Context: an optimization exercise on an open-source flow, tuned for small area, a short achievable clock period and few clock cycles. The choices shown serve that exercise and are no tape-out recipe.
Only simulation tests tie the RTL to the original design; equivalence was not proved.
Power and IR drop assume default switching activity.

<file path="design/flow/config.mk">
export PLATFORM = sky130hd
export DESIGN_NAME = moment_engine_top
export DESIGN_NICKNAME = moment_engine_top
export VERILOG_FILES = /design/flow/design.v
export SDC_FILE = /design/flow/constraint.sdc
export NUM_CORES = 4
export LEC_CHECK = 0
export CAP_MARGIN = 20
export CORE_MARGIN = 2
export CORE_UTILIZATION = 40
export SLEW_MARGIN = 20
</file>
<file path="design/flow/constraint.sdc">
create_clock -name core_clock -period 7.5 [get_ports {clk}]
set_input_delay 1.5000 -clock core_clock [delete_from_list [all_inputs] [get_ports {clk}]]
set_output_delay 1.5000 -clock core_clock [all_outputs]
set_load 0.01 [all_outputs]
</file>
<file path="design/flow/design.v">
package moment_pkg;
   typedef logic [8-1:0]    pix_t;
   typedef logic [9-1:0]    coord_t;
   typedef logic [17-1:0]   addr_t;
   typedef logic [29-1:0] moment_t;
   typedef logic [13-1:0]   cent_t;
   typedef struct packed {
      coord_t img_dim;
      addr_t  start_addr;
   } img_cfg_t;
   typedef struct packed {
      coord_t x;
      coord_t y;
   } coord_pair_t;
   typedef struct packed {
      logic  en;
      addr_t addr;
   } mem_rd_t;
   typedef struct packed {
      moment_t m00;
      moment_t m10;
      moment_t m01;
   } moments_t;
   typedef struct packed {
      cent_t x_mc;
      cent_t y_mc;
   } centroid_t;
endpackage
`timescale 1ns/100ps
module moment_engine_top
(
   input  logic                                  clk,
   input  logic                                  rst_n,
   input  logic                                  req_i,
   input  logic [9+17-1:0] cfg_i,
   output logic                                  ack_o,
   output logic [17:0]               mem_rd_o,
   input  logic [8-1:0]              rdata_i,
   output logic [3*29-1:0]         moments_o,
   output logic [2*13-1:0]           centroid_o
);
   localparam int m00_w = 20;
   localparam int m1_w  = 25;
   localparam int row_w = 14;
   localparam int q_w   = 9;
   typedef enum logic [2:0] {
      st_idle,
      st_prep,
      st_read,
      st_drain,
      st_div,
      st_ack
   } state_t;
   state_t               state;
   logic                 rd_en;
   logic [16:0]          addr;
   logic [5:0]           x_cnt;
   logic [5:0]           y_cnt;
   logic                 row_first;
   logic                 img_first;
   logic                 v1;
   logic                 f1;
   logic                 fi1;
   logic                 div_init;
   logic                 div_y;
   logic                 ack_q;
   logic [m00_w-1:0]     m00;
   logic [m1_w-1:0]      m10;
   logic [m1_w-1:0]      m01;
   logic [row_w-1:0]     row_sum;
   logic [m00_w-1:0]     rem;
   logic [q_w-1:0]       xq;
   logic [q_w-1:0]       yq;
   logic [6:0]           dim;
   logic [16:0]          start_addr;
   logic [12:0]          sq_m1;
   assign dim        = cfg_i[23:17];
   assign start_addr = cfg_i[16:0];
   assign sq_m1 = dim[6] ? 13'd4095 : 13'({7'd0, dim[5:0]} * {7'd0, dim[5:0]} - 13'd1);
   always_ff @(posedge clk or negedge rst_n)
   begin
      if (!rst_n)
      begin
         state    <= st_idle;
         rd_en    <= 1'b0;
         ack_q    <= 1'b0;
         v1       <= 1'b0;
      end
      else
      begin
         v1 <= rd_en;
         case (state)
            st_idle:
               if (req_i)
                  state <= st_prep;
            st_prep:
            begin
               state <= st_read;
               rd_en <= 1'b1;
            end
            st_read:
               if (x_cnt == '0 && y_cnt == '0)
               begin
                  state <= st_drain;
                  rd_en <= 1'b0;
               end
            st_drain:
               state <= st_div;
            st_div:
               if (x_cnt == '0 && div_y)
               begin
                  state <= st_ack;
                  ack_q <= 1'b1;
               end
            default:
               if (!req_i)
               begin
                  state <= st_idle;
                  ack_q <= 1'b0;
               end
         endcase
      end
   end
   always_ff @(posedge clk)
   begin
      f1  <= row_first;
      fi1 <= img_first;
      case (state)
         st_idle:
            addr <= {4'd0, sq_m1};
         st_prep:
         begin
            addr      <= addr + start_addr;
            x_cnt     <= 6'(dim - 7'd1);
            y_cnt     <= 6'(dim - 7'd1);
            row_first <= 1'b1;
            img_first <= 1'b1;
         end
         st_read:
         begin
            addr      <= addr - 1'b1;
            img_first <= 1'b0;
            if (x_cnt == '0)
            begin
               x_cnt     <= 6'(dim - 7'd1);
               y_cnt     <= y_cnt - 1'b1;
               row_first <= 1'b1;
            end
            else
            begin
               x_cnt     <= x_cnt - 1'b1;
               row_first <= 1'b0;
            end
         end
         st_drain:
         begin
            x_cnt    <= 6'd8;
            div_init <= 1'b1;
            div_y    <= 1'b0;
         end
         st_div:
         begin
            div_init <= 1'b0;
            x_cnt    <= x_cnt - 1'b1;
            if (x_cnt == '0)
            begin
               x_cnt    <= 6'd8;
               div_init <= 1'b1;
               div_y    <= 1'b1;
            end
         end
         default: ;
      endcase
   end
   logic                 keep;
   logic [7:0]           pix;
   assign keep = !(v1 && fi1);
   assign pix  = v1 ? rdata_i : 8'd0;
   always_ff @(posedge clk)
   begin
      row_sum <= (f1 ? row_w'(0) : row_sum) + row_w'(rdata_i);
      m00     <= (keep ? m00 : m00_w'(0)) + m00_w'(pix);
      m10     <= (keep ? m10 : m1_w'(0)) + ((v1 && !f1) ? m1_w'(row_sum) : m1_w'(0));
      m01     <= (keep ? m01 : m1_w'(0)) + ((v1 && f1 && !fi1) ? m1_w'(m00) : m1_w'(0));
   end
   logic [m1_w-1:0]      dvd;
   logic                 dvd_bit;
   logic [m00_w:0]       trial;
   logic [m00_w+1:0]     diff;
   logic                 q_bit;
   assign dvd     = div_y ? m01 : m10;
   assign dvd_bit = (x_cnt >= 6'd3) ? dvd[x_cnt - 6'd3] : 1'b0;
   assign trial   = {(div_init ? m00_w'(dvd[m1_w-1:6]) : rem), dvd_bit};
   assign diff    = {1'b0, trial} - {2'b0, m00};
   assign q_bit   = !diff[m00_w+1] && (m00 != '0);
   always_ff @(posedge clk)
   begin
      if (state == st_div)
      begin
         rem <= q_bit ? diff[m00_w-1:0] : trial[m00_w-1:0];
         if (div_y)
            yq <= {yq[q_w-2:0], q_bit};
         else
            xq <= {xq[q_w-2:0], q_bit};
      end
   end
   assign ack_o      = ack_q;
   assign mem_rd_o   = {rd_en, addr};
   assign moments_o  = {9'd0, m00, 4'd0, m10, 4'd0, m01};
   assign centroid_o = {4'd0, xq, 4'd0, yq};
endmodule
</file>
<file path="design/flow/run.sh">
#!/bin/bash
# synth_recipe.tcl (not shown) runs the flow's synth.tcl, then flattens the netlist and writes it again
# the make line also repeats each setting of config.mk as NAME=value (left out here)
make -C /OpenROAD-flow-scripts/flow DESIGN_CONFIG=/design/flow/config.mk WORK_HOME=/design/flow/orfs CLKGATE_MAP_FILE= SYNTH_SCRIPT=/design/flow/synth_recipe.tcl finish
</file>
==> results.cfg <==
[hold_path]
hp-start = img_first
hold_path.class = reg -> reg

[power]
power.density_nw_per_um2 = 368
power_w = 0.00569
p_leak_nw = 6.29
ir_worst_vdd_mv = 0.200

[clock_tree]
clock_latency_ns = 0.45
clockBufferDepth = 2
cts_resized = 0
h-tree-depth = 4
holdBufCountCts = 0
cts_inserted_buffers = 17
cts_setup_buffers = 0
tritoncts = done
root_buffer = clkbuf_16
clkTransAtPathRegs_ns = 0.08
clock-sinks = 163

[drt]
drt.antenna.violating_nets = 0
wirelength_mm = 35.7
vias_per_cell = 5.41
wl_per_cell_um = 17.0
drc_errors = 0
via_count = 11300
drtPass1Iterations = 5
drtIter0Drc = 788

[sta]
slew_viol_final = 0
timing.final.crit_share = 0.779
worst_pin_slew_ns = 0.933
setup_ws_ns = 1.66
setup_viol_count_final = 0
min_period_ns = 5.84
setup-tns-final_ns = 0
relSlewSlack = 0.378
rsz0062_at_grt = no
clock_skew_ns = 0.0196
finalHoldViolCount = 0
fmax_ghz = 0.171

[global_route]
use_met2 = 0.356
busiest_layer = met2
grt_max_degree = 38
met3_usage = 0.0356
grt_pass1_vias = 10600
grt_pass1_wl_mm = 56.7
track_usage = 0.212
grt-ovfl-total = 0
grt.met1_usage = 0.271
antenna_found_initial = 0

[placed_design]
place_area_sq_um = 14800
place_ws_ns = 1.15
gp_congestion = 0.924
dp.cells = 2065
port_buffers = 141
place_hpwl_mm = 27.9

[logic_synthesis]
yosysMostFrequentCell = nor2_1
yosys_warnings = 1
avgSynthCellArea_sq_um = 8.61
synth.area.top_cells = edfxtp_1, dfxtp_1, ha_1
synth_cell_types = 81
synth_top_area_frac = 0.163
synth.cell_area_sq_um = 13100
yosysSeqAreaShare = 0.305
synth-seq-cells = 163
synth_ff_type = dfxtp_1
yosys-top-cells-count = nor2_1, nand2_1, ha_1, a21oi_1, inv_1
synth_area_leader_cell = edfxtp_1
synth_edf_count = 71
synth-async-reset-ratio = 0.0368
synthCells = 1522

[finish]
fin_area_sq_um = 15500
drive_above_1_share = 0.0483
areaGrowthSynthToFinish_pct = 17.9
antennaDiodeCount = 0
fin_cells = 2097
fill_cells = 3187
layout.nets = 1814

[floorplanning]
placementRows = 66
die_y_um = 185
die_x_um = 185
io_pins = 169
design.core.area_sq_um = 32400
die-area_sq_um = 34200
start_util = 0.405

[status]
status = complete, no violations

[worst_setup_path]
r2r_slack_ns = 1.77
cp.arrival_ns = 6.05
cp-startpoint = cfg_i[17]
slowest_stage = clkdlybuf4s50_1
cp-end-kind = register
crit_fanout = 11
max_stage_delay_ns = 0.81
regToRegStartpoint = x_cnt[0]
crit_chain = clkdlybuf4s50_1, nand2_1, ha_1, fa_1, inv_1, fa_1, inv_1, ha_1, nand2_1, o31ai_1, a41o_1, o41ai_1, o21ai_0, xnor2_1, a22o_1
cp.required_ns = 7.70
worstSetupPathType = in -> reg
critPathLaunchType = input port

[flow_run]
cap_violations = 0
==> report_power, final <==
group          internal (W)  leakage (nW)  switching (W)
clock network      0.000536         0.301       0.000416
logic               0.00139          4.56        0.00179
registers           0.00130          1.43       0.000262
==> metrics by stage <==
step                      hold WS (ns)   util
after global routing             0.368  0.478
final                            0.366  0.478
after global placement           0.325  0.458
after CTS                        0.359  0.477
after detailed placement         0.332  0.458
after floorplan                  0.323      -
==> worst max-delay path, delay by kind of cell <==
kind / cells / cell delay (ns)
xor gates and xnor gates: 1 / 0.19
buffers and inverters: 3 / 0.90
adders and majority gates: 4 / 1.73
and+or+nand+nor: 2 / 0.34
AOI/OAI and AO/OA: 5 / 1.37
==> path summary, 6_finish.rpt <==
check | to | cells past startpoint
setup / recovery | addr[12] | 15
hold / removal | fi1 | 0
setup reg to reg | rem[3] | 16
hold reg to reg | fi1 | 0
max in group asynchronous | state[2] | 1
min in group asynchronous | v1 | 1
==> per-layer routing <==
metal / vias to the layer above / part of all wire
met5: - / 0
met4: 0 / 0.032
met3: 62 / 0.053
met2: 325 / 0.47
met1: 5326 / 0.44
li1: 5628 / -
==> cells by family (layout without fill, tap and decap cells) <==
group                      after synthesis  in the layout  share of synthesized area
DFF                                    163            163                      0.305
xor gates and xnor gates               115            115                     0.0779
and+or+nand+nor                        525            525                      0.196
buffers and inverters                  178            286                     0.0599
muxes                                   45             45                     0.0420
AOI/OAI and AO/OA                      360            360                      0.179
adders and majority gates              135            135                      0.139
other                                    1             26                   0.000286
==> cells in the final DEF (no fill, tap or decap), types with 28 or more instances in the layout <==
| cell | n |
|---|---|
| o21ai_0 | 69 |
| nand3_1 | 38 |
| nor3_1 | 57 |
| dfxtp_1 | 86 |
| ha_1 | 117 |
| xor2_1 | 29 |
| inv_1 | 102 |
| and2_1 | 64 |
| mux2i_1 | 28 |
| xnor2_1 | 85 |
| a21oi_1 | 113 |
| clkdlybuf4s50_1 | 141 |
| nand2_1 | 119 |
| nor2_1 | 140 |
| edfxtp_1 | 71 |
==> area by class of cell <==
type,count,area [sq um],area share
sequential,163,4000,0.259
clock buffer,18,429,0.0278
tap,442,553,0.0358
clock inverter,14,186,0.0121
timing repair buffer,147,1460,0.0942
inverter,107,402,0.0260
multi-input combinational,1206,8430,0.545
==> state kept, by name (all words and copies together) (netlist names), 9 cells and up <==
signal,count
addr,17
xq,9
yq,9
m01,25
m10,25
rem,20
m00,20
row_sum,14
Testbench counts, summed over its fixed seeds: cycles 193,133.

-- port drivers added, routing unchanged --
How much do the figures lean on ideal ports? The routed layout below was timed once more, with nothing changed but the port constraints.
Step 1 (the two cells are an assumption about what drives the block):
set clk [get_ports {clk}]
set_driving_cell -lib_cell sky130_fd_sc_hd__clkbuf_16 $clk
set_driving_cell -lib_cell sky130_fd_sc_hd__buf_2 [delete_from_list [all_inputs] $clk]
Step 2 times the ports against the registers' clock, not the clock port: input delays grow and output delays shrink by t, the midpoint of the rising clock arrivals with the driver on.
Slacks: ideal ports / drivers / drivers and shift; pairs: ideal ports / drivers.
t (ns): 0.488
slack for setup (ns): 1.655 / 1.682 / 1.194
hold slack, ns: 0.366 / 0.366 / 0.366
clock arrival spread, ns: 0.020 / 0.020
worst slew at a driven data input, ns: 0.06
After both steps setup and hold are still met in this run. For this run, drivers alone change the setup slack by +0.027 ns; drivers and shift together by -0.461 ns.
